What follows belongs to an exercise in optimizing a design on an open flow for small area; a production flow would make more cautious choices.
Only simulation tests tie the RTL to the original design; equivalence was not proved.
The clock port is modelled as an ideal driver; clocking choices that lean on that would not hold on a real chip.
Power figures rest on the tool's default switching activity, not on a simulated workload.

`config.mk`:
```
export PLATFORM = sky130hd
export DESIGN_NAME = wb_trace_buffer
export DESIGN_NICKNAME = wb_trace_buffer
export VERILOG_FILES = /design/flow/design.v
export SDC_FILE = /design/flow/constraint.sdc
export NUM_CORES = 4
export LEC_CHECK = 0
export CAP_MARGIN = 20
export CORE_MARGIN = 2
export CORE_UTILIZATION = 40
export SLEW_MARGIN = 20
```
`run.sh`:
```
#!/bin/bash
# synth_recipe.tcl (not shown) runs the flow's synth.tcl, then flattens the netlist and writes it again
# the make line also repeats each setting of config.mk as NAME=value (left out here)
make -C /OpenROAD-flow-scripts/flow DESIGN_CONFIG=/design/flow/config.mk WORK_HOME=/design/flow/orfs CLKGATE_MAP_FILE= SYNTH_SCRIPT=/design/flow/synth_recipe.tcl finish
```
`constraint.sdc`:
```
create_clock -name core_clock -period 8.0 [get_ports {clk}]
set_input_delay 1.6000 -clock core_clock [delete_from_list [all_inputs] [get_ports {clk}]]
set_output_delay 1.6000 -clock core_clock [all_outputs]
set_load 0.01 [all_outputs]
```
`design.v`:
```
package wb_trace_pkg;
  function automatic int unsigned clog2_min1(input int unsigned n);
    clog2_min1 = (n <= 1) ? 1 : $clog2(n);
  endfunction
  function automatic int unsigned entry_width(input int unsigned chw, input int unsigned adr_w,
                                              input int unsigned dat_w, input int unsigned ts_w);
    entry_width = chw + 1 + adr_w + dat_w + ts_w;
  endfunction
  localparam int unsigned TsOff = 0;
  function automatic int unsigned dat_off(input int unsigned ts_w);
    dat_off = TsOff + ts_w;
  endfunction
  function automatic int unsigned adr_off(input int unsigned ts_w, input int unsigned dat_w);
    adr_off = dat_off(ts_w) + dat_w;
  endfunction
  function automatic int unsigned we_off(input int unsigned ts_w, input int unsigned dat_w,
                                         input int unsigned adr_w);
    we_off = adr_off(ts_w, dat_w) + adr_w;
  endfunction
  function automatic int unsigned ch_off(input int unsigned ts_w, input int unsigned dat_w,
                                         input int unsigned adr_w);
    ch_off = we_off(ts_w, dat_w, adr_w) + 1;
  endfunction
endpackage
module wb_trace_fifo #(
  parameter int unsigned WIDTH = 8,
  parameter int unsigned DEPTH = 16
) (
  input  logic                     clk,
  input  logic                     reset_n,
  input  logic                     clear,
  input  logic                     push,
  input  logic [WIDTH-1:0]         push_data,
  input  logic                     pop,
  output logic [WIDTH-1:0]         head,
  output logic [$clog2(DEPTH):0]   level,
  output logic                     full,
  output logic                     empty
);
  localparam int unsigned AW = $clog2(DEPTH);
  logic [WIDTH-1:0] mem_q [DEPTH];
  logic [AW:0]      level_q, level_d;
  logic [AW-1:0]    rd_idx;
  logic             do_push, do_pop;
  assign empty   = (level_q == '0);
  assign full    = level_q[AW];
  assign do_pop  = pop && !empty;
  assign do_push = push;
  assign rd_idx  = level_q[AW-1:0] - 1'b1;
  assign level   = level_q;
  always_comb begin
    head = '0;
    for (int i = 0; i < int'(DEPTH); i++)
      head = head | (mem_q[i] & {WIDTH{rd_idx == AW'(i)}});
  end
  always_comb begin
    level_d = level_q;
    if (clear) level_d = '0;
    else if (do_push && !do_pop) level_d = level_q + 1'b1;
    else if (!do_push && do_pop) level_d = level_q - 1'b1;
  end
  always_ff @(posedge clk or negedge reset_n) begin
    if (!reset_n) level_q <= '0;
    else          level_q <= level_d;
  end
  always_ff @(posedge clk) begin
    if (do_push) begin
      mem_q[0] <= push_data;
      for (int i = 1; i < int'(DEPTH); i++) mem_q[i] <= mem_q[i-1];
    end
  end
endmodule
module wb_trace_buffer #(
  parameter int unsigned N_CH  = 4,
  parameter int unsigned ADR_W = 32,
  parameter int unsigned DAT_W = 32,
  parameter int unsigned DEPTH = 32,
  parameter int unsigned TS_W  = 16,
  parameter int unsigned OVF_W = 16
) (
  input  logic                          clk,
  input  logic                          reset_n,
  input  logic                          enable,
  input  logic                          clear,
  input  logic [N_CH-1:0]               ch_ack,
  input  logic [N_CH-1:0]               ch_we,
  input  logic [N_CH*ADR_W-1:0]         ch_adr,
  input  logic [N_CH*DAT_W-1:0]         ch_dat_w,
  input  logic [N_CH*DAT_W-1:0]         ch_dat_r,
  output logic                          rd_valid,
  input  logic                          rd_ready,
  output logic [wb_trace_pkg::clog2_min1(N_CH)-1:0] rd_ch,
  output logic                          rd_we,
  output logic [ADR_W-1:0]              rd_adr,
  output logic [DAT_W-1:0]              rd_dat,
  output logic [TS_W-1:0]               rd_ts,
  output logic [$clog2(DEPTH):0]        level,
  output logic [OVF_W-1:0]              overflow_cnt
);
  localparam int unsigned CHW = wb_trace_pkg::clog2_min1(N_CH);
  localparam int unsigned SW  = 1 + ADR_W + DAT_W + TS_W;
  localparam int unsigned EW  = CHW + SW;
  logic [N_CH-1:0]  slot_vld_q, slot_vld_d;
  logic [SW-1:0]    slot_q [N_CH];
  logic [TS_W-1:0]  ts_q;
  logic [CHW-1:0]   rr_q;
  logic [OVF_W-1:0] ovf_q;
  logic [OVF_W:0]   ovf_sum;
  logic [CHW:0]     drops;
  logic             gnt_vld;
  logic [CHW-1:0]   gnt_idx;
  logic [CHW-1:0]   scan_idx;
  logic [N_CH-1:0]  gnt_oh;
  logic             push, pop, fifo_full, fifo_empty;
  logic [SW-1:0]    gnt_data;
  logic [EW-1:0]    head;
  always_comb begin
    gnt_vld  = 1'b0;
    gnt_idx  = '0;
    scan_idx = '0;
    for (int unsigned k = 1; k <= N_CH; k++) begin
      scan_idx = CHW'((32'(rr_q) + k) % N_CH);
      if (!gnt_vld && slot_vld_q[scan_idx]) begin
        gnt_vld = 1'b1;
        gnt_idx = scan_idx;
      end
    end
  end
  assign pop  = rd_valid && rd_ready && !clear;
  assign push = gnt_vld && (!fifo_full || pop) && !clear;
  always_comb begin
    gnt_data = '0;
    for (int i = 0; i < int'(N_CH); i++) begin
      gnt_oh[i] = push && (gnt_idx == CHW'(i));
      gnt_data  = gnt_data | (slot_q[i] & {SW{gnt_idx == CHW'(i)}});
    end
  end
  always_comb begin
    drops = '0;
    for (int i = 0; i < int'(N_CH); i++) begin
      slot_vld_d[i] = (slot_vld_q[i] && !gnt_oh[i]) || (enable && ch_ack[i]);
      if (enable && ch_ack[i] && slot_vld_q[i] && !gnt_oh[i]) drops = drops + (CHW + 1)'(1);
    end
    ovf_sum = {1'b0, ovf_q} + (OVF_W + 1)'(drops);
  end
  always_ff @(posedge clk or negedge reset_n) begin
    if (!reset_n) begin
      slot_vld_q <= '0;
      ts_q       <= '0;
      rr_q       <= CHW'(N_CH - 1);
      ovf_q      <= '0;
    end else begin
      if (push) rr_q <= gnt_idx;
      if (clear) begin
        slot_vld_q <= '0;
        ts_q       <= '0;
        ovf_q      <= '0;
      end else begin
        slot_vld_q <= slot_vld_d;
        ts_q       <= ts_q + 1'b1;
        ovf_q      <= ovf_sum[OVF_W] ? '1 : ovf_sum[OVF_W-1:0];
      end
    end
  end
  always_ff @(posedge clk) begin
    for (int i = 0; i < int'(N_CH); i++) begin
      if (!slot_vld_q[i] || gnt_oh[i])
        slot_q[i] <= {ch_we[i], ch_adr[i*ADR_W +: ADR_W],
                      ch_we[i] ? ch_dat_w[i*DAT_W +: DAT_W] : ch_dat_r[i*DAT_W +: DAT_W],
                      ts_q};
    end
  end
  wb_trace_fifo #(
    .WIDTH (EW),
    .DEPTH (DEPTH)
  ) u_fifo (
    .clk       (clk),
    .reset_n   (reset_n),
    .clear     (clear),
    .push      (push),
    .push_data ({gnt_idx, gnt_data}),
    .pop       (pop),
    .head      (head),
    .level     (level),
    .full      (fifo_full),
    .empty     (fifo_empty)
  );
  assign rd_valid     = !fifo_empty;
  assign {rd_ch, rd_we, rd_adr, rd_dat, rd_ts} = head;
  assign overflow_cnt = ovf_q;
endmodule
```
==> metrics.json, run 1 <==
{
  "clock_network": {
    "htreeDepth": 5,
    "cts_inserted_buffers": 312,
    "worst_path_clk_slew_ps": 60,
    "ctsLongestPathBuffers": 4,
    "cts_tree": "yes",
    "cts.repair.resized": 0,
    "post-cts-setup-buffer-count": 0,
    "clock_latency_ps": 980,
    "cts.sinks": 3024,
    "cts_hold_buffers": 0,
    "ctsRootBufferMaster": "sky130_fd_sc_hd__clkbuf_16"
  },
  "worst_hold_path": {
    "endpoint_worst_hold": "u_fifo.mem_q[12][60]",
    "min_from": "u_fifo.mem_q[11][60]",
    "hold_path_class": "register to register",
    "whs_path_depth": 0
  },
  "sta": {
    "rsz0062_at_grt": "false",
    "totalNegativeSetupSlack_ps": 0,
    "tightestPinTransition_ps": 1160,
    "maxSlewViolCount": 0,
    "slew_headroom": 0.225,
    "hold_ws_ps": 414,
    "finalSetupViolCount": 0,
    "share_of_the_clock_period_used_by_the_worst_path_after_layout": 0.850,
    "timing.clock.skew_ps": 64.9,
    "achievable-frequency_mhz": 147,
    "setup_ws_ps": 1200,
    "hold_viol": 0,
    "final_critical_path_time_including_i_o_delays_and_setup_ps": 6800
  },
  "global_route": {
    "grt_pass1_wl_um": 488000,
    "grt_overflow_total": 0,
    "grt_usage": 0.245,
    "maximum_number_of_pins_on_one_net_before_global_route_repair": 215,
    "number_of_global_route_vias_before_repair": 63900,
    "grt_antenna_before_repair": 55
  },
  "status": {
    "status": "finished clean"
  },
  "logic_synthesis": {
    "synth-adder-area-share": 0.00160,
    "yosysWarningCount": 4,
    "synth-seq-cells": 3024,
    "synth_area_in_simple_gates": 0.0507,
    "yosys-mux-area-fraction": 0.0180,
    "yosysUniqueCellTypes": 63,
    "postSynthNetCount": 6611,
    "mappedNetlistArea_sq_mm": 0.111,
    "syn_avg_cell_area_sq_um": 17.9,
    "synthXorXnorAreaFrac": 0.00221,
    "synth-compound-area-share": 0.0960,
    "ys.flop_type": "sky130_fd_sc_hd__edfxtp_1",
    "synth_top_family_by_area": "compound AO/OA/AOI/OAI gates",
    "synth.yosys.seq_area_share": 0.815,
    "synth_edf_count": 2980,
    "syn_inst": 6201,
    "synth-async-reset-ratio": 0.0146
  },
  "power_and_ir_drop": {
    "worst_ir_drop_vdd_v": 0.000235,
    "net-switching-power_uw": 12200,
    "power_switching_share": 0.285,
    "static-leakage-power_uw": 0.0428,
    "combinationalPowerShare": 0.174,
    "power_density_mw_per_mm2": 329,
    "internal_power_uw": 30700,
    "pwr-share-clk": 0.331,
    "power_frac_seq": 0.495
  },
  "worst_setup_path": {
    "cp.required_ps": 6400,
    "ff2ff_setup_slack_ps": 2830,
    "critical-path-slowest-cell": "sky130_fd_sc_hd__buf_4",
    "reg2reg_depth": 17,
    "crit_top_cell": "sky130_fd_sc_hd__buf_4",
    "path_max_fanout": 41,
    "cp_cell_sequence": "nand2b_1, nor3_2, buf_4, buf_4, a22oi_1, nand4_1, nor2_1, nand2_1, clkdlybuf4s50_1",
    "worstSetupEndpointType": "primary output",
    "critical-path-max-stage-delay_ps": 870,
    "worst-setup-path-type": "register to primary output",
    "crit-reg2reg-capture": "ovf_q[9]",
    "worstReg2RegStart": "slot_vld_q[1]",
    "timing.critical_path.arrival_ps": 5200,
    "kind_of_launch_point_of_the_worst_setup_path": "register"
  },
  "final_layout": {
    "mostFrequentLayoutCells": "sky130_fd_sc_hd__edfxtp_1 (2980), sky130_fd_sc_hd__a22oi_1 (1133), sky130_fd_sc_hd__nand2_1 (552)",
    "commonest_non_fill_non_tap_cell_in_the_layout": "sky130_fd_sc_hd__edfxtp_1",
    "finalNetCount": 7200,
    "synthToLayoutAreaGrowth_pct": 17.6,
    "layoutNonFillerInstCount": 10700,
    "post_route_cells_drive_above_1_share": 0.107,
    "num-fill-cells": 23200
  },
  "placed_design": {
    "place_ws_ps": 1820,
    "place.gp.congestion": 0.860,
    "dpl.hpwl_um": 207000,
    "portBuffers": 502,
    "dp_cells": 10200
  },
  "drt": {
    "drtAntennaViolNets": 0,
    "firstDrtPassIters": 8,
    "route.detailed.wl_per_inst_um": 33.0,
    "drt_iter0_drc": 10700,
    "route.vias.total": 66100,
    "routed_via_density": 6.16,
    "finalWirelength_um": 354000,
    "drc": 0
  },
  "floorplanning": {
    "top_level_ports": 503,
    "coreArea_sq_mm": 0.276,
    "die_area_sq_mm": 0.282,
    "chipHeight_um": 531,
    "rows": 193,
    "effective_utilization_at_floorplan": 0.402,
    "chipWidth_um": 531
  },
  "flow_run": {
    "cap_violations": 0
  }
}
==> flip-flops by register name, summed over array words and instances (netlist names) <==
name            cells
ts_q               16
rr_q                2
slot_q            324
u_fifo.mem_q     2656
slot_vld_q          4
u_fifo.level_q      6
ovf_q              16
==> cells by family (layout without fill, tap and decap cells) <==
kind of cell / count (synthesis) / after routing
compound gates: 1416 / 1416
xor+xnor: 28 / 28
fa+ha+maj: 13 / 13
buf+inv: 383 / 1185
flops: 3024 / 3024
mux: 184 / 184
other cells: 0 / 18
simple gates: 1153 / 1153
==> cell usage after synthesis (3+ instances only) <==
cell                        count  area, sq um
sky130_fd_sc_hd__or4b_1        24          240
sky130_fd_sc_hd__or4_1          6         45.0
sky130_fd_sc_hd__nor2_2         8         50.1
sky130_fd_sc_hd__inv_1         16         60.1
sky130_fd_sc_hd__buf_6          6         67.6
sky130_fd_sc_hd__a31oi_1       83          519
sky130_fd_sc_hd__mux2_2       130         1460
sky130_fd_sc_hd__nor2b_1        4         25.0
sky130_fd_sc_hd__edfxtp_1    2980        89500
sky130_fd_sc_hd__or2_2          3         18.8
sky130_fd_sc_hd__o211ai_1       4         30.0
sky130_fd_sc_hd__nor3_1        55          275
sky130_fd_sc_hd__and4_1        25          219
sky130_fd_sc_hd__a221oi_1      45          394
sky130_fd_sc_hd__dfrtp_1       42         1050
sky130_fd_sc_hd__nand4_1      159          995
sky130_fd_sc_hd__xnor2_1       16          140
sky130_fd_sc_hd__a22oi_1     1133         8510
sky130_fd_sc_hd__buf_2        164          821
sky130_fd_sc_hd__nand2_2        3         18.8
sky130_fd_sc_hd__nand3_1       88          440
sky130_fd_sc_hd__and3_1        83          519
sky130_fd_sc_hd__nor4_1         6         37.5
sky130_fd_sc_hd__clkbuf_1     116          435
sky130_fd_sc_hd__a222oi_1      49          490
sky130_fd_sc_hd__o21ai_0       14         70.1
sky130_fd_sc_hd__a21o_1         4         30.0
sky130_fd_sc_hd__or3_1         25          156
sky130_fd_sc_hd__nand2b_1       7         43.8
sky130_fd_sc_hd__nor2_1        91          342
sky130_fd_sc_hd__buf_4         35          263
sky130_fd_sc_hd__mux2i_1       54          541
sky130_fd_sc_hd__nand2_1      552         2070
sky130_fd_sc_hd__buf_1         44          165
sky130_fd_sc_hd__xor2_1        12          105
sky130_fd_sc_hd__o2bb2ai_1     42          368
sky130_fd_sc_hd__a22o_1         3         26.3
sky130_fd_sc_hd__a21oi_1       26          130
sky130_fd_sc_hd__ha_1          11          138
==> stage by stage <==
| stage | utilization | cell area, sq um | power [uW] |
|---|---|---|---|
| global route | 0.472 | 131000 | 44300 |
| global placement | 0.437 | 121000 | 28900 |
| CTS | 0.472 | 131000 | 43100 |
| detailed placement | 0.437 | 121000 | 29000 |
| finish | 0.473 | 131000 | 42900 |
| floorplan | - | 111000 | 24600 |
==> worst max-delay path by stage <==
stage	cells past startpoint	slack [ps]	startpoint	end
after floorplan	18	-4800	clear	ovf_q[9]
after global placement	17	1860	rd_ready	ovf_q[9]
after detailed placement	16	1820	rd_ready	ovf_q[9]
after CTS	8	1180	u_fifo.level_q[4]	rd_dat[19]
after global routing	8	1090	u_fifo.level_q[0]	rd_adr[8]
final	9	1200	u_fifo.level_q[0]	rd_dat[10]
==> worst max-delay path: cells and delay by family, from the launching register on <==
family | cells | cell delay [ps]
AO/OA/AOI/OAI | 1 | 230
buffers and inverters | 3 | 1910
flip-flops | 1 | 620
AND/OR/NAND/NOR | 5 | 1470
==> layout make-up <==
class                           instances  area, sq um  area share
Sequential cell                      3024        90600       0.693
Inverter                               18          104    0.000795
Clock inverter                        149         1540      0.0117
Antenna cell                           18         45.0    0.000345
Clock buffer                          378         8200      0.0628
Tap cell                             3705         4640      0.0355
Multi-Input combinational cell       2794        19000       0.146
Timing Repair Buffer                  640         6520      0.0499
==> per-layer routing <==
layer | track usage | share of wire | vias to the layer above
met3 | 0.0523 | 0.11 | 667
met4 | 0.0846 | 0.036 | 36
met5 | 0 | 0.00067 | -
met2 | 0.386 | 0.47 | 4567
met1 | 0.336 | 0.39 | 34200
li1 | - | - | 26600
==> power by group through the flow <==
stage	sequential [uW]	clock [uW]	combinational (uW)
CTS	21200	14400	7550
detailed placement	21500	0	7530
floorplan	21200	0	3410
global placement	21400	0	7470
finish	21200	14200	7470
global route	21400	15000	7920
==> run 2, diff against run 1 <==
--- a/design.v
+++ b/design.v
@@ -104,2 +104,4 @@
   logic [SW-1:0]    slot_q [N_CH];
+  logic [SW-1:0]    slot_d [N_CH];
+  logic [N_CH-1:0]  slot_ld;
   logic [TS_W-1:0]  ts_q;
@@ -164,9 +166,15 @@
   end
+  always_comb begin
+    for (int i = 0; i < int'(N_CH); i++) begin
+      slot_ld[i] = !slot_vld_q[i] || gnt_oh[i];
+      slot_d[i]  = ({SW{!slot_ld[i]}} & slot_q[i])
+                 | ({SW{slot_ld[i]}} & {ch_we[i], ch_adr[i*ADR_W +: ADR_W],
+                                        {DAT_W{ch_we[i]}} & ch_dat_w[i*DAT_W +: DAT_W],
+                                        ts_q})
+                 | ({SW{slot_ld[i] && !ch_we[i]}} &
+                    {1'b0, {ADR_W{1'b0}}, ch_dat_r[i*DAT_W +: DAT_W], {TS_W{1'b0}}});
+    end
+  end
   always_ff @(posedge clk) begin
-    for (int i = 0; i < int'(N_CH); i++) begin
-      if (!slot_vld_q[i] || gnt_oh[i])
-        slot_q[i] <= {ch_we[i], ch_adr[i*ADR_W +: ADR_W],
-                      ch_we[i] ? ch_dat_w[i*DAT_W +: DAT_W] : ch_dat_r[i*DAT_W +: DAT_W],
-                      ts_q};
-    end
+    for (int i = 0; i < int'(N_CH); i++) slot_q[i] <= slot_d[i];
   end
==> flow/run.sh (new file) <==
#!/bin/bash
# Standard layout (the standard.sh) with two changes: the ports get the smallest
# buffer, and the clock tree uses clkbuf_8 sink clusters without dummy loads.
set -o pipefail
export BUFFER_PORTS_ARGS="-buffer_cell sky130_fd_sc_hd__buf_1"
export CTS_ARGS="-sink_clustering_enable -repair_clock_nets -dont_use_dummy_load -buf_list sky130_fd_sc_hd__clkbuf_8 -sink_clustering_size 15 -sink_clustering_max_diameter 60"
bash standard.sh > standard.log 2>&1
==> standard.sh (new file) <==
#!/bin/bash
# synth_recipe.tcl (not shown) runs the flow's synth.tcl, then flattens the netlist and writes it again
# the make line also repeats each setting of config.mk as NAME=value (left out here)
make -C /OpenROAD-flow-scripts/flow DESIGN_CONFIG=/design/flow/config.mk WORK_HOME=/design/flow/orfs CLKGATE_MAP_FILE= SYNTH_SCRIPT=/design/flow/synth_recipe.tcl "${@:-finish}"
removed: run.sh
==> metrics.json, run 2 <==
{
  "global_route": {
    "maximum_number_of_pins_on_one_net_before_global_route_repair": {"value": 200, "change": "-7.0%"},
    "grt_usage": {"value": 0.240, "change": "-0.00431"},
    "number_of_global_route_vias_before_repair": {"value": 63800, "change": "-0.13%"},
    "grt_antenna_before_repair": {"value": 54, "change": "-1.8%"},
    "grt_pass1_wl": {"value": 482000, "unit": "um", "change": "-1.1%"},
    "grt_overflow_total": {"value": 0, "change": "unchanged"}
  },
  "placed_design": {
    "place.gp.congestion": {"value": 0.919, "change": "+6.8%"},
    "portBuffers": {"value": 502, "change": "unchanged"},
    "place_area": {"value": 0.117, "unit": "sq mm", "change": "-2.9%"},
    "dpl.hpwl": {"value": 208000, "unit": "um", "change": "+0.45%"}
  },
  "floorplanning": {
    "effective_utilization_at_floorplan": {"value": 0.402, "change": "about the same"},
    "chipWidth": {"value": 531, "unit": "um", "change": "-0.11%"},
    "die_area": {"value": 0.281, "unit": "sq mm", "change": "-0.22%"},
    "chipHeight": {"value": 531, "unit": "um", "change": "-0.11%"},
    "top_level_ports": {"value": 503, "change": "unchanged"},
    "rows": {"value": 193, "change": "unchanged"},
    "coreArea": {"value": 0.276, "unit": "sq mm", "change": "-0.17%"}
  },
  "logic_synthesis": {
    "synth-seq-cells": {"value": 3024, "change": "unchanged"},
    "synth-async-reset-ratio": {"value": 0.0146, "change": "unchanged"},
    "synth_area_in_simple_gates": {"value": 0.0571, "change": "+0.00643"},
    "cell_accounting_for_the_most_synthesized_area": "sky130_fd_sc_hd__edfxtp_1",
    "synthDominantCellAreaShare": {"value": 0.772, "change": "-0.0329"},
    "synthXorXnorAreaFrac": {"value": 0.00221, "change": "+0.00000485"},
    "synth-adder-area-share": {"value": 0.00160, "change": "+0.00000352"},
    "syn_avg_cell_area": {"value": 16.9, "unit": "sq um", "change": "-5.7%"},
    "yosysWarningCount": {"value": 5, "change": "+1"},
    "synth_top_family_by_area": "compound AO/OA/AOI/OAI gates",
    "synthTopCellsByArea": "sky130_fd_sc_hd__edfxtp_1 (77%), sky130_fd_sc_hd__a22oi_1 (8.5%), sky130_fd_sc_hd__dfxtp_1 (2.3%)",
    "synth-compound-area-share": {"value": 0.103, "change": "+0.00736"},
    "ys.flop_type": "sky130_fd_sc_hd__edfxtp_1",
    "syn_inst": {"value": 6559, "change": "+5.8%"},
    "synth.top_cells.by_count": "sky130_fd_sc_hd__edfxtp_1 (2852), sky130_fd_sc_hd__a22oi_1 (1255), sky130_fd_sc_hd__nand2_1 (644)",
    "yosysUniqueCellTypes": {"value": 71, "change": "+13%"},
    "postSynthNetCount": {"value": 6969, "change": "+5.4%"},
    "synth.yosys.seq_area_share": {"value": 0.805, "change": "-0.00976"},
    "mappedNetlistArea": {"value": 0.111, "unit": "sq mm", "change": "-0.22%"},
    "yosys-mux-area-fraction": {"value": 0.0133, "change": "-0.00478"},
    "synth_edf_count": {"value": 2852, "change": "-4.3%"},
    "yosysMostFrequentCell": "sky130_fd_sc_hd__edfxtp_1"
  },
  "final_layout": {
    "regMostFlops": "u_fifo.mem_q",
    "mostFrequentLayoutCells": "sky130_fd_sc_hd__edfxtp_1 (2852), sky130_fd_sc_hd__a22oi_1 (1255), sky130_fd_sc_hd__nand2_1 (644)",
    "synthToLayoutAreaGrowth_pct": 8.78,
    "largest_registers": "u_fifo.mem_q x2656, slot_q x128",
    "num-fill-cells": {"value": 24200, "change": "+4.2%"},
    "largest_register_ff_count": {"value": 2656, "change": "unchanged"},
    "post_route_cells_drive_above_1_share": {"value": 0.0629, "change": "-0.0443"},
    "commonest_non_fill_non_tap_cell_in_the_layout": "sky130_fd_sc_hd__edfxtp_1",
    "finalNetCount": {"value": 7456, "change": "+3.6%"},
    "seq_area": {"value": 0.0893, "unit": "sq mm", "change": "-1.4%"},
    "final_design_area_no_fill": {"value": 0.121, "unit": "sq mm", "change": "-7.7%"},
    "multi_input_comb_area": {"value": 0.0200, "unit": "sq mm", "change": "+5.0%"},
    "post-route-util": {"value": 0.437, "change": "-0.0355"}
  },
  "drt": {
    "route.detailed.wl_per_inst": {"value": 32.4, "unit": "um", "change": "-1.8%"},
    "firstDrtPassIters": {"value": 7, "change": "-1"},
    "drt_iter0_drc": {"value": 10200, "change": "-4.7%"},
    "drc": {"value": 0, "change": "unchanged"},
    "route.vias.total": {"value": 66700, "change": "+0.85%"},
    "routed_via_density": {"value": 6.19, "change": "+0.36%"},
    "drtAntennaViolNets": {"value": 0, "change": "unchanged"},
    "finalWirelength": {"value": 349000, "unit": "um", "change": "-1.3%"}
  },
  "sta": {
    "tightestPinTransition": {"value": 1310, "unit": "ps", "change": "+155 ps"},
    "final_critical_path_time_including_i_o_delays_and_setup": {"value": 6630, "unit": "ps", "change": "-174 ps"},
    "share_of_the_clock_period_used_by_the_worst_path_after_layout": {"value": 0.828, "change": "-0.0218"},
    "timing.clock.skew": {"value": 105, "unit": "ps", "change": "+40.0 ps"},
    "totalNegativeSetupSlack": {"value": 0, "unit": "ps", "change": "unchanged"},
    "rsz0062_at_grt": "false",
    "hold_viol": {"value": 0, "change": "unchanged"},
    "achievable-frequency": {"value": 151, "unit": "MHz", "change": "+2.6%"},
    "slew_headroom": {"value": 0.119, "change": "-0.105"},
    "finalSetupViolCount": {"value": 0, "change": "unchanged"},
    "maxSlewViolCount": {"value": 0, "change": "unchanged"}
  },
  "worst_setup_path": {
    "critical-path-slowest-cell": "sky130_fd_sc_hd__nor2_4",
    "timing.critical_path.arrival": {"value": 5030, "unit": "ps", "change": "-170 ps"},
    "cp.required": {"value": 6400, "unit": "ps", "change": "about the same"},
    "cp_cell_sequence": "nand3b_1, nor2_4, buf_12, a22oi_1, nand4_1, nor2_1, nand2_1, buf_1",
    "worstSetupEndpointType": "primary output",
    "ff2ff_setup_slack": {"value": 2800, "unit": "ps", "change": "-30 ps"},
    "critical-path-max-stage-delay": {"value": 960, "unit": "ps", "change": "+90 ps"},
    "worst-setup-path-type": "register to primary output",
    "kind_of_launch_point_of_the_worst_setup_path": "register",
    "worst-path-buf-inv": {"value": 2, "change": "-1"},
    "path_max_fanout": {"value": 64, "change": "+56%"},
    "path_delay_family": "simple AND/OR/NAND/NOR gates"
  },
  "clock_network": {
    "htreeDepth": {"value": 4, "change": "-1"},
    "cts.repair.resized": {"value": 0, "change": "unchanged"},
    "cts_hold_buffers": {"value": 0, "change": "unchanged"},
    "ctsRootBufferMaster": "sky130_fd_sc_hd__clkbuf_8",
    "ctsLongestPathBuffers": {"value": 3, "change": "-1"},
    "clock_latency": {"value": 1050, "unit": "ps", "change": "+70 ps"},
    "cts_tree": "yes",
    "post-cts-setup-buffer-count": {"value": 0, "change": "unchanged"},
    "cts_inserted_buffers": {"value": 229, "change": "-27%"},
    "worst_path_clk_slew": {"value": 90, "unit": "ps", "change": "+30 ps"},
    "cts.sinks": {"value": 3024, "change": "unchanged"}
  },
  "flow_run": {
    "cap_violations": {"value": 0, "change": "unchanged"}
  },
  "power_and_ir_drop": {
    "total_power": {"value": 35800, "unit": "uW", "change": "-17%"},
    "worst_ir_drop_vdd": {"value": 0.000198, "unit": "V", "change": "-16%"},
    "static-leakage-power": {"value": 0.0392, "unit": "uW", "change": "-8.6%"},
    "power_density": {"value": 297, "unit": "mW/mm^2", "change": "-9.6%"}
  },
  "worst_hold_path": {
    "hold_path_class": "register to register"
  },
  "status": {
    "status": "finished clean"
  }
}
run 2: cell count changes after synthesis, sizes merged, moves of 34 or more:
cell     delta
nor2      +156
a21oi     +130
dfxtp     +128
edfxtp    -128
mux2      -123
a22oi     +122
nand2      +92
mux2i      +85
nand3      -62
o2bb2ai    -42
nand4      +36
a222oi     -34
run 2: logic make-up after synthesis:
| group | count (synthesis) |
|---|---|
| flops | 3024 |
| mux | 146 |
| buf+inv | 403 |
| simple gates | 1364 |
| fa+ha+maj | 13 |
| xor+xnor | 28 |
| compound gates | 1581 |
run 2: metrics by stage:
stage	worst slack (ps)	hold slack, ps	std cells
CTS	1300	360	10700
floorplan	-65120	418	6559
global route	1200	372	10800
global placement	1980	428	10500
finish	1370	377	10800
detailed placement	1830	430	10500
run 2: worst register-to-register path: cells and delay by family, from the launching register on:
| kind | cells | cell delay (ps) |
|---|---|---|
| multiplexers | 1 | 100 |
| AO/OA/AOI/OAI | 4 | 1120 |
| AND/OR/NAND/NOR | 8 | 1650 |
| adder cells (fa/ha/maj) | 3 | 800 |
| buffers and inverters | 2 | 560 |
| XOR/XNOR | 2 | 320 |
| flip-flops | 1 | 590 |
run 2: power by group:
group          leakage (uW)  internal [uW]  switching [uW]
clock               0.00165           2540            4770
combinational       0.00878           1800            5490
sequential           0.0287          20000            1280
run 2: final cells by class:
cell class,count,area share
inverter,19,0.000653
sequential,3024,0.740
timing repair buffer,640,0.0282
antenna,29,0.000602
tap,3705,0.0384
multi-input combinational,3132,0.166
clock buffer,229,0.0261
run 2: worst paths after layout:
path,startpoint,end,cells past startpoint
setup reg to reg,slot_vld_q[2],ovf_q[13],20
min in group asynchronous,reset_n,ovf_q[5],2
setup / recovery,u_fifo.level_q[2],rd_we,8
hold / removal,u_fifo.mem_q[2][25],u_fifo.mem_q[3][25],0
max in group asynchronous,reset_n,u_fifo.level_q[4],2
hold reg to reg,u_fifo.mem_q[2][25],u_fifo.mem_q[3][25],0
run 2: per-layer routing:
| metal | vias to the layer above | track usage | share of wire |
|---|---|---|---|
| li1 | 27100 | - | - |
| met1 | 34600 | 0.334 | 0.39 |
| met2 | 4406 | 0.376 | 0.46 |
| met3 | 539 | 0.0505 | 0.11 |
| met4 | 24 | 0.0810 | 0.035 |
| met5 | - | 0 | 0.00043 |
==> run 3, diff against run 2 <==
--- a/design.v
+++ b/design.v
@@ -41,4 +41,5 @@
   logic [WIDTH-1:0] mem_q [DEPTH];
+  logic [WIDTH-1:0] mem_d [DEPTH];
+  logic [DEPTH-1:0] keep;
   logic [AW:0]      level_q, level_d;
-  logic [AW-1:0]    rd_idx;
   logic             do_push, do_pop;
@@ -48,3 +49,2 @@
   assign do_push = push;
-  assign rd_idx  = level_q[AW-1:0] - 1'b1;
   assign level   = level_q;
@@ -53,3 +53,3 @@
     for (int i = 0; i < int'(DEPTH); i++)
-      head = head | (mem_q[i] & {WIDTH{rd_idx == AW'(i)}});
+      head = head | (mem_q[i] & {WIDTH{level_q[AW-1:0] == AW'(i + 1)}});
   end
@@ -65,7 +65,11 @@
   end
+  always_comb begin
+    for (int i = 0; i < int'(DEPTH); i++) begin
+      keep[i]  = !do_push && ((AW + 1)'(i) < level_q);
+      mem_d[i] = ({WIDTH{keep[i]}} & mem_q[i])
+               | ({WIDTH{do_push}} & (i == 0 ? push_data : mem_q[(i + DEPTH - 1) % DEPTH]));
+    end
+  end
   always_ff @(posedge clk) begin
-    if (do_push) begin
-      mem_q[0] <= push_data;
-      for (int i = 1; i < int'(DEPTH); i++) mem_q[i] <= mem_q[i-1];
-    end
+    for (int i = 0; i < int'(DEPTH); i++) mem_q[i] <= mem_d[i];
   end
@@ -105,3 +109,3 @@
   logic [SW-1:0]    slot_d [N_CH];
-  logic [N_CH-1:0]  slot_ld;
+  logic [N_CH-1:0]  slot_ld, slot_keep;
   logic [TS_W-1:0]  ts_q;
@@ -168,4 +172,5 @@
     for (int i = 0; i < int'(N_CH); i++) begin
-      slot_ld[i] = !slot_vld_q[i] || gnt_oh[i];
-      slot_d[i]  = ({SW{!slot_ld[i]}} & slot_q[i])
+      slot_ld[i]   = enable && ch_ack[i] && (!slot_vld_q[i] || gnt_oh[i]);
+      slot_keep[i] = slot_vld_q[i] && !gnt_oh[i];
+      slot_d[i]  = ({SW{slot_keep[i]}} & slot_q[i])
                  | ({SW{slot_ld[i]}} & {ch_we[i], ch_adr[i*ADR_W +: ADR_W],
==> flow/run.sh (replaced) <==
#!/bin/bash
# The standard layout (standard.sh) with three changes:
#  - synthesis maps the logic with an area-oriented ABC script (flow/area.abc); the
#    flip-flops are mapped before ABC runs, so they are the standard synthesis's;
#  - the ports get the smallest buffer;
#  - the clock tree uses clkbuf_8 sink clusters without dummy loads.
set -o pipefail
W=$PWD
cat > "$W/flow_synth.tcl" <<EOT
proc abc {args} {
  set i [lsearch -exact \$args -script]
  if {\$i >= 0} { set args [lreplace \$args [expr {\$i + 1}] [expr {\$i + 1}] $W/flow/area.abc] }
  puts "abc with flow/area.abc: \$args"
  yosys abc {*}\$args
}
source $W/synth_recipe.tcl
EOT
export BUFFER_PORTS_ARGS="-buffer_cell sky130_fd_sc_hd__buf_1"
export CTS_ARGS="-sink_clustering_enable -repair_clock_nets -dont_use_dummy_load -buf_list sky130_fd_sc_hd__clkbuf_8 -sink_clustering_size 15 -sink_clustering_max_diameter 60"
bash standard.sh SYNTH_SCRIPT="$W/flow_synth.tcl" finish > standard.log 2>&1
==> flow/area.abc (new file) <==
&get -n
&st
&dch
&nf -R 1000
&put
topo
stime -c
==> metrics.json, run 3 <==
{
  "status": {
    "status": "finished clean"
  },
  "worst_setup_path": {
    "path_max_fanout": {"value": 17, "change": "-73%"},
    "kind_of_launch_point_of_the_worst_setup_path": "register",
    "critical-path-max-stage-delay": {"value": 980, "unit": "ps", "change": "+20 ps"},
    "path_delay_family": "simple AND/OR/NAND/NOR gates",
    "crit_top_cell": "sky130_fd_sc_hd__nand2_1",
    "worstSetupEndpointType": "primary output",
    "cp_cell_sequence": "clkinv_1, ha_1, nand2_1, nor2_4, buf_4, nand2_1, nand3_1, a221oi_1, nand4_1, or2_0, buf_1",
    "timing.critical_path.arrival": {"value": 5740, "unit": "ps", "change": "+710 ps"},
    "cp.required": {"value": 6400, "unit": "ps", "change": "about the same"},
    "worst-path-buf-inv": {"value": 3, "change": "+1"},
    "worst-setup-path-type": "register to primary output",
    "critical-path-slowest-cell": "sky130_fd_sc_hd__nor2_4"
  },
  "global_route": {
    "grt_overflow_total": {"value": 0, "change": "unchanged"},
    "grt_usage": {"value": 0.305, "change": "+0.0652"},
    "grt_pass1_wl": {"value": 602000, "unit": "um", "change": "+25%"},
    "number_of_global_route_vias_before_repair": {"value": 84600, "change": "+33%"},
    "grt_antenna_before_repair": {"value": 12, "change": "-78%"},
    "maximum_number_of_pins_on_one_net_before_global_route_repair": {"value": 248, "change": "+24%"}
  },
  "floorplanning": {
    "rows": {"value": 186, "change": "-3.6%"},
    "top_level_ports": {"value": 503, "change": "unchanged"},
    "die_area": {"value": 0.262, "unit": "sq mm", "change": "-6.8%"},
    "effective_utilization_at_floorplan": {"value": 0.402, "change": "+0.000482"},
    "coreArea": {"value": 0.257, "unit": "sq mm", "change": "-7.0%"},
    "chipHeight": {"value": 512, "unit": "um", "change": "-3.5%"},
    "chipWidth": {"value": 512, "unit": "um", "change": "-3.5%"}
  },
  "logic_synthesis": {
    "synth.yosys.seq_area_share": {"value": 0.588, "change": "-0.217"},
    "yosysMostFrequentCell": "sky130_fd_sc_hd__dfxtp_1",
    "syn_inst": {"value": 8516, "change": "+30%"},
    "mappedNetlistArea": {"value": 0.103, "unit": "sq mm", "change": "-6.9%"},
    "synthTopCellsByArea": "sky130_fd_sc_hd__dfxtp_1 (58%), sky130_fd_sc_hd__a22o_1 (24%), sky130_fd_sc_hd__a222oi_1 (5.4%)",
    "synth_edf_count": {"value": 0, "change": "-100%"},
    "synth-seq-cells": {"value": 3024, "change": "unchanged"},
    "synth-async-reset-ratio": {"value": 0.0146, "change": "unchanged"},
    "postSynthNetCount": {"value": 8929, "change": "+28%"},
    "yosysWarningCount": {"value": 6, "change": "+1"},
    "synthDominantCellAreaShare": {"value": 0.578, "change": "-0.195"},
    "syn_avg_cell_area": {"value": 12.1, "unit": "sq um", "change": "-28%"},
    "ys.flop_type": "sky130_fd_sc_hd__dfxtp_1",
    "cell_accounting_for_the_most_synthesized_area": "sky130_fd_sc_hd__dfxtp_1",
    "synth.top_cells.by_count": "sky130_fd_sc_hd__dfxtp_1 (2980), sky130_fd_sc_hd__a22o_1 (2814), sky130_fd_sc_hd__nand2_1 (696)",
    "yosysUniqueCellTypes": {"value": 43, "change": "-39%"}
  },
  "drt": {
    "route.detailed.wl_per_inst": {"value": 33.1, "unit": "um", "change": "+2.1%"},
    "route.vias.total": {"value": 90100, "change": "+35%"},
    "routed_via_density": {"value": 7.01, "change": "+13%"},
    "finalWirelength": {"value": 425000, "unit": "um", "change": "+22%"},
    "drtAntennaViolNets": {"value": 0, "change": "unchanged"},
    "firstDrtPassIters": {"value": 10, "change": "+3"},
    "drt_iter0_drc": {"value": 16300, "change": "+59%"},
    "drc": {"value": 0, "change": "unchanged"}
  },
  "clock_network": {
    "cts_tree": "yes",
    "worst_path_clk_slew": {"value": 90, "unit": "ps", "change": "about the same"},
    "ctsLongestPathBuffers": {"value": 3, "change": "unchanged"},
    "cts_inserted_buffers": {"value": 236, "change": "+3.1%"},
    "ctsRootBufferMaster": "sky130_fd_sc_hd__clkbuf_8",
    "clock_latency": {"value": 1040, "unit": "ps", "change": "about the same"},
    "cts_hold_buffers": {"value": 0, "change": "unchanged"},
    "post-cts-setup-buffer-count": {"value": 0, "change": "unchanged"},
    "cts.repair.resized": {"value": 0, "change": "unchanged"},
    "htreeDepth": {"value": 4, "change": "unchanged"},
    "cts.sinks": {"value": 3024, "change": "unchanged"}
  },
  "final_layout": {
    "largest_registers": "u_fifo.mem_q x2656, slot_q x324",
    "num-fill-cells": {"value": 23600, "change": "-2.2%"},
    "largest_register_ff_count": {"value": 2656, "change": "unchanged"},
    "regMostFlops": "u_fifo.mem_q",
    "mostFrequentLayoutCells": "sky130_fd_sc_hd__dfxtp_1 (2980), sky130_fd_sc_hd__a22o_1 (2814), sky130_fd_sc_hd__nand2_1 (694)",
    "finalNetCount": {"value": 9875, "change": "+32%"},
    "synthToLayoutAreaGrowth_pct": 11.9,
    "post_route_cells_drive_above_1_share": {"value": 0.0564, "change": "-0.00644"},
    "commonest_non_fill_non_tap_cell_in_the_layout": "sky130_fd_sc_hd__dfxtp_1"
  },
  "placed_design": {
    "portBuffers": {"value": 502, "change": "unchanged"},
    "place_ws": {"value": 1500, "unit": "ps", "change": "-326 ps"},
    "dpl.hpwl": {"value": 231000, "unit": "um", "change": "+11%"},
    "place.gp.congestion": {"value": 0.864, "change": "-5.9%"}
  },
  "sta": {
    "final_critical_path_time_including_i_o_delays_and_setup": {"value": 7340, "unit": "ps", "change": "+709 ps"},
    "finalSetupViolCount": {"value": 0, "change": "unchanged"},
    "share_of_the_clock_period_used_by_the_worst_path_after_layout": {"value": 0.917, "change": "+0.0886"},
    "maxSlewViolCount": {"value": 0, "change": "unchanged"},
    "totalNegativeSetupSlack": {"value": 0, "unit": "ps", "change": "unchanged"},
    "tightestPinTransition": {"value": 1300, "unit": "ps", "change": "-12.2 ps"},
    "slew_headroom": {"value": 0.130, "change": "+0.0102"},
    "achievable-frequency": {"value": 136, "unit": "MHz", "change": "-9.7%"},
    "hold_viol": {"value": 0, "change": "unchanged"},
    "setup_ws": {"value": 664, "unit": "ps", "change": "-709 ps"},
    "timing.clock.skew": {"value": 142, "unit": "ps", "change": "+37.4 ps"},
    "rsz0062_at_grt": "false"
  },
  "power_and_ir_drop": {
    "static-leakage-power": {"value": 0.0432, "unit": "uW", "change": "+10%"},
    "power_density": {"value": 329, "unit": "mW/mm^2", "change": "+11%"},
    "worst_ir_drop_vdd": {"value": 0.000535, "unit": "V", "change": "+170%"}
  },
  "flow_run": {
    "cap_violations": {"value": 0, "change": "unchanged"}
  },
  "worst_hold_path": {
    "hold_path_class": "register to register"
  }
}
[run 3: cell types whose count changed after synthesis, moves of 52 or more]
cell,delta
sky130_fd_sc_hd__a21o_1,+87
sky130_fd_sc_hd__buf_2,-204
sky130_fd_sc_hd__a31oi_1,-67
sky130_fd_sc_hd__mux2i_1,-136
sky130_fd_sc_hd__a22o_1,+2797
sky130_fd_sc_hd__a22oi_1,-710
sky130_fd_sc_hd__edfxtp_1,-2852
sky130_fd_sc_hd__nand4_1,-59
sky130_fd_sc_hd__nand2_1,+52
sky130_fd_sc_hd__dfxtp_1,+2852
sky130_fd_sc_hd__a222oi_1,+546
sky130_fd_sc_hd__nor2_1,-150
sky130_fd_sc_hd__clkbuf_1,-113
[run 3: layout make-up]
class	count	area [sq um]	share of cell area
sequential	3024	60800	0.526
multi-input combinational	5479	43100	0.373
tap	3384	4230	0.0366
timing repair buffer	709	4180	0.0362
clock buffer	236	3250	0.0281
inverter	12	45.0	0.000390
antenna	6	15.0	0.000130
[run 3: kinds of logic (layout without fill, tap and decap cells)]
logic type                 Yosys count  count (layout)  share of synthesized area
DFF                               3024            3024                      0.588
AOI/OAI and AO/OA                 4255            4255                      0.355
and+or+nand+nor                   1178            1178                     0.0516
other                                0               6                          0
muxes                                9               9                   0.000945
buffers and inverters               13             957                   0.000509
adders and majority gates           16              16                    0.00201
xor gates and xnor gates            21              21                    0.00178
[run 3: per-stage QoR]
step / instance area [sq um] / utilization / hold WS (ps) / power, uW / instances
2_1_floorplan: 103000 / - / 414 / 21100 / 8516
3_3_place_gp: 112000 / 0.436 / 424 / 29900 / 12600
3_5_place_dp: 112000 / 0.437 / 428 / 30100 / 12600
4_1_cts: 115000 / 0.450 / 390 / 37400 / 12800
5_1_grt: 116000 / 0.450 / 420 / 38700 / 12800
6_report: 116000 / 0.450 / 406 / 38000 / 12900
[run 3: path summary, 6_finish.rpt]
path | depth (start not counted) | startpoint | end | slack, ps
setup / recovery | 11 | u_fifo.level_q[1] | rd_ts[9] | 660
hold / removal | 1 | u_fifo.mem_q[23][79] | u_fifo.mem_q[24][79] | 410
setup reg to reg | 11 | u_fifo.level_q[1] | u_fifo.mem_q[11][50] | 1330
hold reg to reg | 1 | u_fifo.mem_q[23][79] | u_fifo.mem_q[24][79] | 410
max in group asynchronous | 2 | reset_n | ts_q[5] | 6930
min in group asynchronous | 2 | reset_n | ovf_q[0] | 640
[run 3: report_power, final]
part | internal (uW) | switching [uW] | leakage (uW)
logic | 2010 | 12400 | 0.0169
registers | 15600 | 503 | 0.0246
clock network | 2610 | 4870 | 0.00170
total | 20200 | 17800 | 0.0432
[run 3: worst register-to-register path: stages, from the launching register on]
cell	delay, ps
sky130_fd_sc_hd__dfrtp_1	590
sky130_fd_sc_hd__clkinv_1	460
sky130_fd_sc_hd__ha_1	660
sky130_fd_sc_hd__nand2_1	310
sky130_fd_sc_hd__nand3b_1	190
sky130_fd_sc_hd__o21ai_0	250
sky130_fd_sc_hd__and2_4	300
sky130_fd_sc_hd__buf_4	780
sky130_fd_sc_hd__buf_12	610
sky130_fd_sc_hd__buf_4	1100
sky130_fd_sc_hd__buf_4	990
sky130_fd_sc_hd__a22o_1	320
[run 3: per-layer routing]
layer	wire length (um)	global-route usage	part of all wire	up-vias
li1	-	-	-	37700
met1	176000	0.425	0.41	45500
met2	185000	0.462	0.43	6040
met3	48800	0.0688	0.11	879
met4	15400	0.110	0.036	4
met5	316	0.00804	0.00074	-
==> run 4, diff against run 3 <==
--- a/config.mk
+++ b/config.mk
@@ -9,3 +9,3 @@
 export CORE_MARGIN = 2
-export CORE_UTILIZATION = 40
+export CORE_UTILIZATION = 55
 export SLEW_MARGIN = 20
==> metrics.json, run 4 <==
{
  "final_layout": {
    "layoutNonFillerInstCount": {"value": 11900, "change": "-7.1%"},
    "largest_registers": "u_fifo.mem_q x2656, slot_q x324",
    "final_design_area_no_fill": {"value": 0.114, "unit": "sq mm", "change": "-1.4%"},
    "regMostFlops": "u_fifo.mem_q",
    "commonest_non_fill_non_tap_cell_in_the_layout": "sky130_fd_sc_hd__dfxtp_1",
    "synthToLayoutAreaGrowth_pct": 10.3,
    "num-fill-cells": {"value": 15500, "change": "-34%"},
    "finalNetCount": {"value": 9846, "change": "-0.29%"},
    "post_route_cells_drive_above_1_share": {"value": 0.0534, "change": "-0.00301"},
    "largest_register_ff_count": {"value": 2656, "change": "unchanged"},
    "mostFrequentLayoutCells": "sky130_fd_sc_hd__dfxtp_1 (2980), sky130_fd_sc_hd__a22o_1 (2814), sky130_fd_sc_hd__nand2_1 (694)"
  },
  "global_route": {
    "grt_pass1_wl": {"value": 589000, "unit": "um", "change": "-2.2%"},
    "grt_antenna_before_repair": {"value": 13, "change": "+1"},
    "grt_overflow_total": {"value": 0, "change": "unchanged"},
    "maximum_number_of_pins_on_one_net_before_global_route_repair": {"value": 243, "change": "-2.0%"},
    "number_of_global_route_vias_before_repair": {"value": 85200, "change": "+0.74%"},
    "grt_usage": {"value": 0.410, "change": "+0.105"}
  },
  "worst_setup_path": {
    "cp.required": {"value": 6400, "unit": "ps", "change": "about the same"},
    "path_delay_family": "simple AND/OR/NAND/NOR gates",
    "timing.critical_path.arrival": {"value": 5530, "unit": "ps", "change": "-210 ps"},
    "worst-setup-path-type": "register to primary output",
    "worstSetupEndpointType": "primary output",
    "path_max_fanout": {"value": 34, "change": "+17"},
    "critical-path-max-stage-delay": {"value": 840, "unit": "ps", "change": "-140 ps"},
    "kind_of_launch_point_of_the_worst_setup_path": "register",
    "critical-path-slowest-cell": "sky130_fd_sc_hd__clkinv_1",
    "cp_cell_sequence": "buf_4, clkinv_1, and3_4, a222oi_1, nand3_1, a221oi_1, nand4_1, or2_0, buf_1",
    "worst-path-buf-inv": {"value": 3, "change": "unchanged"}
  },
  "clock_network": {
    "cts_tree": "yes",
    "post-cts-setup-buffer-count": {"value": 0, "change": "unchanged"},
    "cts.repair.resized": {"value": 0, "change": "unchanged"},
    "worst_path_clk_slew": {"value": 90, "unit": "ps", "change": "about the same"},
    "htreeDepth": {"value": 4, "change": "unchanged"},
    "cts_inserted_buffers": {"value": 224, "change": "-5.1%"},
    "cts.sinks": {"value": 3024, "change": "unchanged"},
    "cts_hold_buffers": {"value": 0, "change": "unchanged"},
    "ctsRootBufferMaster": "sky130_fd_sc_hd__clkbuf_8",
    "ctsLongestPathBuffers": {"value": 3, "change": "unchanged"},
    "clock_latency": {"value": 1060, "unit": "ps", "change": "+20 ps"}
  },
  "sta": {
    "final_critical_path_time_including_i_o_delays_and_setup": {"value": 7130, "unit": "ps", "change": "-205 ps"},
    "share_of_the_clock_period_used_by_the_worst_path_after_layout": {"value": 0.891, "change": "-0.0256"},
    "rsz0062_at_grt": "false",
    "timing.clock.skew": {"value": 72.2, "unit": "ps", "change": "-70.1 ps"},
    "hold_viol": {"value": 0, "change": "unchanged"},
    "finalSetupViolCount": {"value": 0, "change": "unchanged"},
    "totalNegativeSetupSlack": {"value": 0, "unit": "ps", "change": "unchanged"},
    "achievable-frequency": {"value": 140, "unit": "MHz", "change": "+2.9%"},
    "setup_ws": {"value": 869, "unit": "ps", "change": "+205 ps"},
    "tightestPinTransition": {"value": 1250, "unit": "ps", "change": "-52.2 ps"},
    "slew_headroom": {"value": 0.166, "change": "+0.0368"},
    "maxSlewViolCount": {"value": 0, "change": "unchanged"}
  },
  "floorplanning": {
    "chipWidth": {"value": 437, "unit": "um", "change": "-15%"},
    "chipHeight": {"value": 437, "unit": "um", "change": "-15%"},
    "top_level_ports": {"value": 503, "change": "unchanged"},
    "coreArea": {"value": 0.187, "unit": "sq mm", "change": "-27%"},
    "rows": {"value": 159, "change": "-15%"},
    "effective_utilization_at_floorplan": {"value": 0.552, "change": "+0.149"},
    "die_area": {"value": 0.191, "unit": "sq mm", "change": "-27%"}
  },
  "logic_synthesis": {
    "syn_avg_cell_area": {"value": 12.1, "unit": "sq um", "change": "unchanged"},
    "yosysMostFrequentCell": "sky130_fd_sc_hd__dfxtp_1",
    "synth-seq-cells": {"value": 3024, "change": "unchanged"},
    "synth-async-reset-ratio": {"value": 0.0146, "change": "unchanged"},
    "synth.top_cells.by_count": "sky130_fd_sc_hd__dfxtp_1 (2980), sky130_fd_sc_hd__a22o_1 (2814), sky130_fd_sc_hd__nand2_1 (696)",
    "cell_accounting_for_the_most_synthesized_area": "sky130_fd_sc_hd__dfxtp_1",
    "yosysWarningCount": {"value": 6, "change": "unchanged"},
    "syn_inst": {"value": 8516, "change": "unchanged"},
    "postSynthNetCount": {"value": 8929, "change": "unchanged"},
    "synthTopCellsByArea": "sky130_fd_sc_hd__dfxtp_1 (58%), sky130_fd_sc_hd__a22o_1 (24%), sky130_fd_sc_hd__a222oi_1 (5.4%)",
    "synth_edf_count": {"value": 0, "change": "unchanged"},
    "ys.flop_type": "sky130_fd_sc_hd__dfxtp_1",
    "yosysUniqueCellTypes": {"value": 43, "change": "unchanged"},
    "synth.yosys.seq_area_share": {"value": 0.588, "change": "unchanged"},
    "synthDominantCellAreaShare": {"value": 0.578, "change": "unchanged"},
    "mappedNetlistArea": {"value": 0.103, "unit": "sq mm", "change": "unchanged"}
  },
  "power_and_ir_drop": {
    "total_power": {"value": 37600, "unit": "uW", "change": "-1.1%"},
    "static-leakage-power": {"value": 0.0430, "unit": "uW", "change": "-0.58%"},
    "power_density": {"value": 330, "unit": "mW/mm^2", "change": "+0.34%"},
    "worst_ir_drop_vdd": {"value": 0.000704, "unit": "V", "change": "+32%"}
  },
  "flow_run": {
    "cap_violations": {"value": 0, "change": "unchanged"}
  },
  "drt": {
    "route.detailed.wl_per_inst": {"value": 34.6, "unit": "um", "change": "+4.8%"},
    "drtAntennaViolNets": {"value": 0, "change": "unchanged"},
    "finalWirelength": {"value": 413000, "unit": "um", "change": "-2.7%"},
    "firstDrtPassIters": {"value": 13, "change": "+3"},
    "routed_via_density": {"value": 7.60, "change": "+8.4%"},
    "drc": {"value": 0, "change": "unchanged"},
    "drt_iter0_drc": {"value": 17200, "change": "+5.9%"},
    "route.vias.total": {"value": 90700, "change": "+0.72%"}
  },
  "placed_design": {
    "place.gp.congestion": {"value": 0.874, "change": "+1.1%"},
    "portBuffers": {"value": 502, "change": "unchanged"},
    "place_area": {"value": 0.111, "unit": "sq mm", "change": "-1.2%"},
    "place_ws": {"value": 1410, "unit": "ps", "change": "-92.4 ps"},
    "dpl.hpwl": {"value": 218000, "unit": "um", "change": "-5.5%"},
    "dp_cells": {"value": 11700, "change": "-7.2%"}
  },
  "status": {
    "status": "finished clean"
  },
  "worst_hold_path": {
    "hold_path_class": "register to register"
  }
}
run 4: changes by cell type in the layout (fill, tap and decap cells not counted), moves of 2 or more:
cell / delta
sky130_fd_sc_hd__buf_12: -5
sky130_fd_sc_hd__buf_16: -9
sky130_fd_sc_hd__buf_4: -5
sky130_fd_sc_hd__buf_6: +2
sky130_fd_sc_hd__diode_2: +2
sky130_fd_sc_hd__clkbuf_8: -12
run 4: final timing paths:
| kind | slack [ps] | endpoint | depth (start not counted) | from |
|---|---|---|---|---|
| worst max-delay path | 870 | rd_dat[23] | 9 | u_fifo.level_q[4] |
| worst min-delay path | 440 | slot_q[3][33] | 2 | slot_q[3][33] |
| worst max register to register | 1280 | ovf_q[15] | 27 | rr_q[0] |
| worst min register to register | 440 | slot_q[3][33] | 2 | slot_q[3][33] |
| max in group asynchronous | 6880 | slot_vld_q[0] | 2 | reset_n |
| min in group asynchronous | 660 | ts_q[0] | 2 | reset_n |
run 4: area by class of cell:
type | count | area (sq um) | area share
Sequential cell | 3024 | 60800 | 0.533
Multi-Input combinational cell | 5479 | 43100 | 0.378
Timing Repair Buffer | 692 | 3820 | 0.0335
Tap cell | 2495 | 3120 | 0.0274
Clock buffer | 224 | 3080 | 0.0271
Inverter | 12 | 45.0 | 0.000395
Antenna cell | 8 | 20.0 | 0.000176
run 4: cell families after synthesis:
group                      synth area share
muxes                              0.000945
and+or+nand+nor                      0.0516
adders and majority gates           0.00201
DFF                                   0.588
AOI/OAI and AO/OA                     0.355
xor gates and xnor gates            0.00178
buffers and inverters              0.000509
run 4: report_power, final:
part	total, uW	internal, uW	switching [uW]
Clock	7290	2490	4800
Sequential	16100	15600	492
Combinational	14200	1870	12400
Total	37600	20000	17600
run 4: worst min-delay path, cell delays in order (launching register included):
cell,delay (ps)
sky130_fd_sc_hd__dfxtp_1,320
sky130_fd_sc_hd__nand2_1,50
sky130_fd_sc_hd__nand2_1,40
run 4: per-layer routing:
metal	up-vias	track usage	share of wire
met4	16	0.188	0.051
met2	6533	0.621	0.44
met1	45300	0.556	0.39
met5	-	0	0.00033
li1	37700	-	-
met3	1203	0.0953	0.12
run 4: stage by stage:
step | hold slack (ps) | utilization
6_report | 442 | 0.609
5_1_grt | 457 | 0.609
4_1_cts | 440 | 0.608
3_5_place_dp | 429 | 0.592
3_3_place_gp | 423 | 0.592
2_1_floorplan | 414 | -
==> run 5, diff against run 4 <==
==> flow/run.sh (replaced) <==
#!/bin/bash
# The standard layout (standard.sh) with these changes:
#  - synthesis maps the logic with an area-oriented ABC script (flow/area.abc); the
#    flip-flops are mapped before ABC runs, so they are the standard synthesis's;
#  - the ports get the smallest buffer;
set -o pipefail
W=$PWD
cat > "$W/flow_synth.tcl" <<EOT
proc abc {args} {
  set i [lsearch -exact \$args -script]
  if {\$i >= 0} { set args [lreplace \$args [expr {\$i + 1}] [expr {\$i + 1}] $W/flow/area.abc] }
  puts "abc with flow/area.abc: \$args"
  yosys abc {*}\$args
}
source $W/synth_recipe.tcl
EOT
export BUFFER_PORTS_ARGS="-buffer_cell sky130_fd_sc_hd__buf_1"
S="bash standard.sh SYNTH_SCRIPT=$W/flow_synth.tcl"
R=$W/orfs/results/sky130hd/wb_trace_buffer/base
$S place > standard_place.log 2>&1 || exit 1
n=0
for cfg in "18 80" "15 60"; do
  set -- $cfg
  n=$((n + 1))
  export CTS_ARGS="-sink_clustering_enable -repair_clock_nets -dont_use_dummy_load -buf_list sky130_fd_sc_hd__clkbuf_8 -sink_clustering_size $1 -sink_clustering_max_diameter $2"
  rm -f $R/4_1_cts.odb $R/4_cts.odb $R/4_cts.sdc
  $S cts > standard_cts_$n.log 2>&1 || exit 1
  CTS_ODB=$R/4_1_cts.odb CTS_SDC=$R/4_cts.sdc openroad -no_init -exit flow/clk_slew.tcl > clk_slew_$n.log 2>&1
  slew=$(awk '/^CLK_SLEW_MAX/ {print $2}' clk_slew_$n.log)
  echo "clusters $1/$2: estimated clock-pin slew $slew ns" >> cts_choice.log
  if [ "$cfg" = "15 60" ] || awk -v s="$slew" 'BEGIN {exit !(s != "" && s < 0.118)}'; then
    break
  fi
done
$S finish > standard.log 2>&1
==> flow/clk_slew.tcl (new file) <==
# Prints the largest flip-flop clock-pin slew of the clock tree just built, with
# placement-estimated parasitics.
read_liberty $::env(FLOW_HOME)/platforms/sky130hd/lib/sky130_fd_sc_hd__tt_025C_1v80.lib
read_db $::env(CTS_ODB)
read_sdc $::env(CTS_SDC)
source $::env(FLOW_HOME)/platforms/sky130hd/setRC.tcl
set_propagated_clock [all_clocks]
estimate_parasitics -placement
set mx 0
foreach p [get_pins -hier */CLK] {
  foreach rf {slew_max_rise slew_max_fall} {
    set s [get_property $p $rf]
    if {$s > $mx} { set mx $s }
  }
}
puts "CLK_SLEW_MAX $mx"
--- a/config.mk
+++ b/config.mk
@@ -9,3 +9,3 @@
 export CORE_MARGIN = 2
-export CORE_UTILIZATION = 55
+export CORE_UTILIZATION = 40
 export SLEW_MARGIN = 20
==> metrics.json, run 5 <==
{
  "worst_setup_path": {
    "kind_of_launch_point_of_the_worst_setup_path": "register",
    "cp_cell_sequence": "clkinv_1, ha_1, nand2_1, nor2_4, buf_4, nand2_1, nand3_1, a221oi_1, nand4_1, or2_0, buf_1",
    "cp.required": {"value": 6400, "unit": "ps", "change": "about the same"},
    "critical-path-slowest-cell": "sky130_fd_sc_hd__nor2_4",
    "timing.critical_path.arrival": {"value": 5780, "unit": "ps", "change": "+250 ps"},
    "path_max_fanout": {"value": 17, "change": "-50%"},
    "worst-setup-path-type": "register to primary output",
    "crit_top_cell": "sky130_fd_sc_hd__nand2_1",
    "worst-path-buf-inv": {"value": 3, "change": "unchanged"},
    "worstSetupEndpointType": "primary output",
    "critical-path-max-stage-delay": {"value": 980, "unit": "ps", "change": "+140 ps"},
    "path_delay_family": "simple AND/OR/NAND/NOR gates"
  },
  "final_layout": {
    "layoutNonFillerInstCount": {"value": 12800, "change": "+7.3%"},
    "seq_area": {"value": 0.0608, "unit": "sq mm", "change": "unchanged"},
    "largest_registers": "u_fifo.mem_q x2656, slot_q x324",
    "largest_register_ff_count": {"value": 2656, "change": "unchanged"},
    "multi_input_comb_area": {"value": 0.0431, "unit": "sq mm", "change": "about the same"},
    "synthToLayoutAreaGrowth_pct": 11.3,
    "regMostFlops": "u_fifo.mem_q",
    "commonest_non_fill_non_tap_cell_in_the_layout": "sky130_fd_sc_hd__dfxtp_1",
    "finalNetCount": {"value": 9827, "change": "-0.19%"},
    "mostFrequentLayoutCells": "sky130_fd_sc_hd__dfxtp_1 (2980), sky130_fd_sc_hd__a22o_1 (2814), sky130_fd_sc_hd__nand2_1 (694)",
    "post_route_cells_drive_above_1_share": {"value": 0.0516, "change": "-0.00180"},
    "num-fill-cells": {"value": 23700, "change": "+53%"}
  },
  "logic_synthesis": {
    "synth_edf_count": {"value": 0, "change": "unchanged"},
    "syn_inst": {"value": 8516, "change": "unchanged"},
    "synth.yosys.seq_area_share": {"value": 0.588, "change": "unchanged"},
    "syn_avg_cell_area": {"value": 12.1, "unit": "sq um", "change": "unchanged"},
    "synth-async-reset-ratio": {"value": 0.0146, "change": "unchanged"},
    "postSynthNetCount": {"value": 8929, "change": "unchanged"},
    "ys.flop_type": "sky130_fd_sc_hd__dfxtp_1",
    "synthTopCellsByArea": "sky130_fd_sc_hd__dfxtp_1 (58%), sky130_fd_sc_hd__a22o_1 (24%), sky130_fd_sc_hd__a222oi_1 (5.4%)",
    "synth.top_cells.by_count": "sky130_fd_sc_hd__dfxtp_1 (2980), sky130_fd_sc_hd__a22o_1 (2814), sky130_fd_sc_hd__nand2_1 (696)",
    "mappedNetlistArea": {"value": 0.103, "unit": "sq mm", "change": "unchanged"},
    "cell_accounting_for_the_most_synthesized_area": "sky130_fd_sc_hd__dfxtp_1",
    "synth-seq-cells": {"value": 3024, "change": "unchanged"},
    "yosysWarningCount": {"value": 6, "change": "unchanged"},
    "yosysMostFrequentCell": "sky130_fd_sc_hd__dfxtp_1",
    "synthDominantCellAreaShare": {"value": 0.578, "change": "unchanged"},
    "yosysUniqueCellTypes": {"value": 43, "change": "unchanged"}
  },
  "placed_design": {
    "place_ws": {"value": 1500, "unit": "ps", "change": "+92.4 ps"},
    "portBuffers": {"value": 502, "change": "unchanged"},
    "dp_cells": {"value": 12600, "change": "+7.7%"},
    "dpl.hpwl": {"value": 231000, "unit": "um", "change": "+5.8%"},
    "place.gp.congestion": {"value": 0.864, "change": "-1.1%"}
  },
  "drt": {
    "firstDrtPassIters": {"value": 9, "change": "-4"},
    "drtAntennaViolNets": {"value": 0, "change": "unchanged"},
    "finalWirelength": {"value": 425000, "unit": "um", "change": "+2.8%"},
    "routed_via_density": {"value": 7.03, "change": "-7.5%"},
    "route.detailed.wl_per_inst": {"value": 33.2, "unit": "um", "change": "-4.3%"},
    "route.vias.total": {"value": 90100, "change": "-0.76%"},
    "drt_iter0_drc": {"value": 16500, "change": "-4.0%"},
    "drc": {"value": 0, "change": "unchanged"}
  },
  "sta": {
    "tightestPinTransition": {"value": 1300, "unit": "ps", "change": "+51.6 ps"},
    "timing.clock.skew": {"value": 132, "unit": "ps", "change": "+59.4 ps"},
    "rsz0062_at_grt": "false",
    "setup_ws": {"value": 618, "unit": "ps", "change": "-251 ps"},
    "finalSetupViolCount": {"value": 0, "change": "unchanged"},
    "hold_viol": {"value": 0, "change": "unchanged"},
    "final_critical_path_time_including_i_o_delays_and_setup": {"value": 7380, "unit": "ps", "change": "+251 ps"},
    "maxSlewViolCount": {"value": 0, "change": "unchanged"},
    "totalNegativeSetupSlack": {"value": 0, "unit": "ps", "change": "unchanged"},
    "achievable-frequency": {"value": 135, "unit": "MHz", "change": "-3.4%"},
    "share_of_the_clock_period_used_by_the_worst_path_after_layout": {"value": 0.923, "change": "+0.0313"},
    "slew_headroom": {"value": 0.130, "change": "-0.0364"}
  },
  "global_route": {
    "grt_usage": {"value": 0.305, "change": "-0.105"},
    "maximum_number_of_pins_on_one_net_before_global_route_repair": {"value": 248, "change": "+2.1%"},
    "grt_antenna_before_repair": {"value": 14, "change": "+1"},
    "grt_overflow_total": {"value": 0, "change": "unchanged"},
    "grt_pass1_wl": {"value": 601000, "unit": "um", "change": "+2.0%"},
    "number_of_global_route_vias_before_repair": {"value": 84200, "change": "-1.2%"}
  },
  "power_and_ir_drop": {
    "power_density": {"value": 326, "unit": "mW/mm^2", "change": "-1.4%"},
    "total_power": {"value": 37400, "unit": "uW", "change": "-0.55%"},
    "static-leakage-power": {"value": 0.0429, "unit": "uW", "change": "-0.27%"},
    "worst_ir_drop_vdd": {"value": 0.000534, "unit": "V", "change": "-24%"}
  },
  "clock_network": {
    "cts.sinks": {"value": 3024, "change": "unchanged"},
    "htreeDepth": {"value": 4, "change": "unchanged"},
    "worst_path_clk_slew": {"value": 110, "unit": "ps", "change": "+20 ps"},
    "cts_hold_buffers": {"value": 0, "change": "unchanged"},
    "cts_tree": "yes",
    "cts_inserted_buffers": {"value": 192, "change": "-14%"},
    "clock_latency": {"value": 1040, "unit": "ps", "change": "-20 ps"},
    "cts.repair.resized": {"value": 0, "change": "unchanged"},
    "ctsLongestPathBuffers": {"value": 3, "change": "unchanged"},
    "post-cts-setup-buffer-count": {"value": 0, "change": "unchanged"},
    "ctsRootBufferMaster": "sky130_fd_sc_hd__clkbuf_8"
  },
  "floorplanning": {
    "effective_utilization_at_floorplan": {"value": 0.402, "change": "-0.149"},
    "top_level_ports": {"value": 503, "change": "unchanged"},
    "chipHeight": {"value": 512, "unit": "um", "change": "+17%"},
    "rows": {"value": 186, "change": "+17%"},
    "die_area": {"value": 0.262, "unit": "sq mm", "change": "+37%"},
    "coreArea": {"value": 0.257, "unit": "sq mm", "change": "+37%"},
    "chipWidth": {"value": 512, "unit": "um", "change": "+17%"}
  },
  "status": {
    "status": "finished clean"
  },
  "flow_run": {
    "cap_violations": {"value": 0, "change": "unchanged"}
  },
  "worst_hold_path": {
    "hold_path_class": "register to register"
  }
}
run 5: layout make-up:
| cell class | instances | area share |
|---|---|---|
| diodes | 13 | 0.000283 |
| multi-input cells | 5479 | 0.375 |
| repair buffers | 705 | 0.0354 |
| clock buffers | 192 | 0.0230 |
| inverters | 12 | 0.000392 |
| flip-flops and latches | 3024 | 0.529 |
| well taps | 3384 | 0.0369 |
run 5: kinds of logic (layout without fill, tap and decap cells):
kind of cell | count (synthesis) | in the layout | synth area share
other | 0 | 13 | 0
buffers and inverters | 13 | 909 | 0.000509
multiplexers | 9 | 9 | 0.000945
adder cells (fa/ha/maj) | 16 | 16 | 0.00201
XOR/XNOR | 21 | 21 | 0.00178
flip-flops | 3024 | 3024 | 0.588
AO/OA/AOI/OAI | 4255 | 4255 | 0.355
AND/OR/NAND/NOR | 1178 | 1178 | 0.0516
run 5: final timing paths:
check	slack, ps	endpoint	from	cells after the start
worst min-delay path	400	u_fifo.mem_q[21][44]	u_fifo.mem_q[20][44]	1
worst min register to register	400	u_fifo.mem_q[21][44]	u_fifo.mem_q[20][44]	1
worst max register to register	1100	u_fifo.mem_q[4][20]	u_fifo.level_q[1]	11
max in group asynchronous	6920	ts_q[5]	reset_n	2
worst max-delay path	620	rd_ts[9]	u_fifo.level_q[1]	11
min in group asynchronous	650	ovf_q[0]	reset_n	2
run 5: layer usage:
metal,wire length [um],part of all wire,GRT usage
met1,176000,0.41,0.423
met2,186000,0.44,0.461
met3,48400,0.11,0.0713
met4,14500,0.034,0.108
met5,316,0.00074,0.00804
run 5: through the flow:
stage	instance area, sq um	utilization	hold slack, ps
3_3_place_gp	112000	0.436	424
2_1_floorplan	103000	-	414
3_5_place_dp	112000	0.437	428
5_1_grt	115000	0.447	415
6_report	115000	0.448	395
4_1_cts	115000	0.447	383
run 5: power by group:
part	total [uW]	switching, uW	internal [uW]	leakage, uW
Clock	6920	4770	2150	0.00138
Sequential	16100	502	15600	0.0246
Combinational	14400	12400	1960	0.0168
Total	37400	17700	19700	0.0429
run 5: worst reg2reg max path, delay by kind of cell, from the launching register on:
kind                       cells  cell delay [ps]
DFF                            1              600
buffers and inverters          5             4040
AOI/OAI and AO/OA              2              640
and+or+nand+nor                3              810
adders and majority gates      1              660

Check on run 5: ideal ports give 0.618 ns setup slack; a clkbuf_16 on the clock port and buf_2 on the inputs give 0.527 ns; moving port delays by the midpoint clock arrival (1.070 ns) as well gives 1.096 ns.
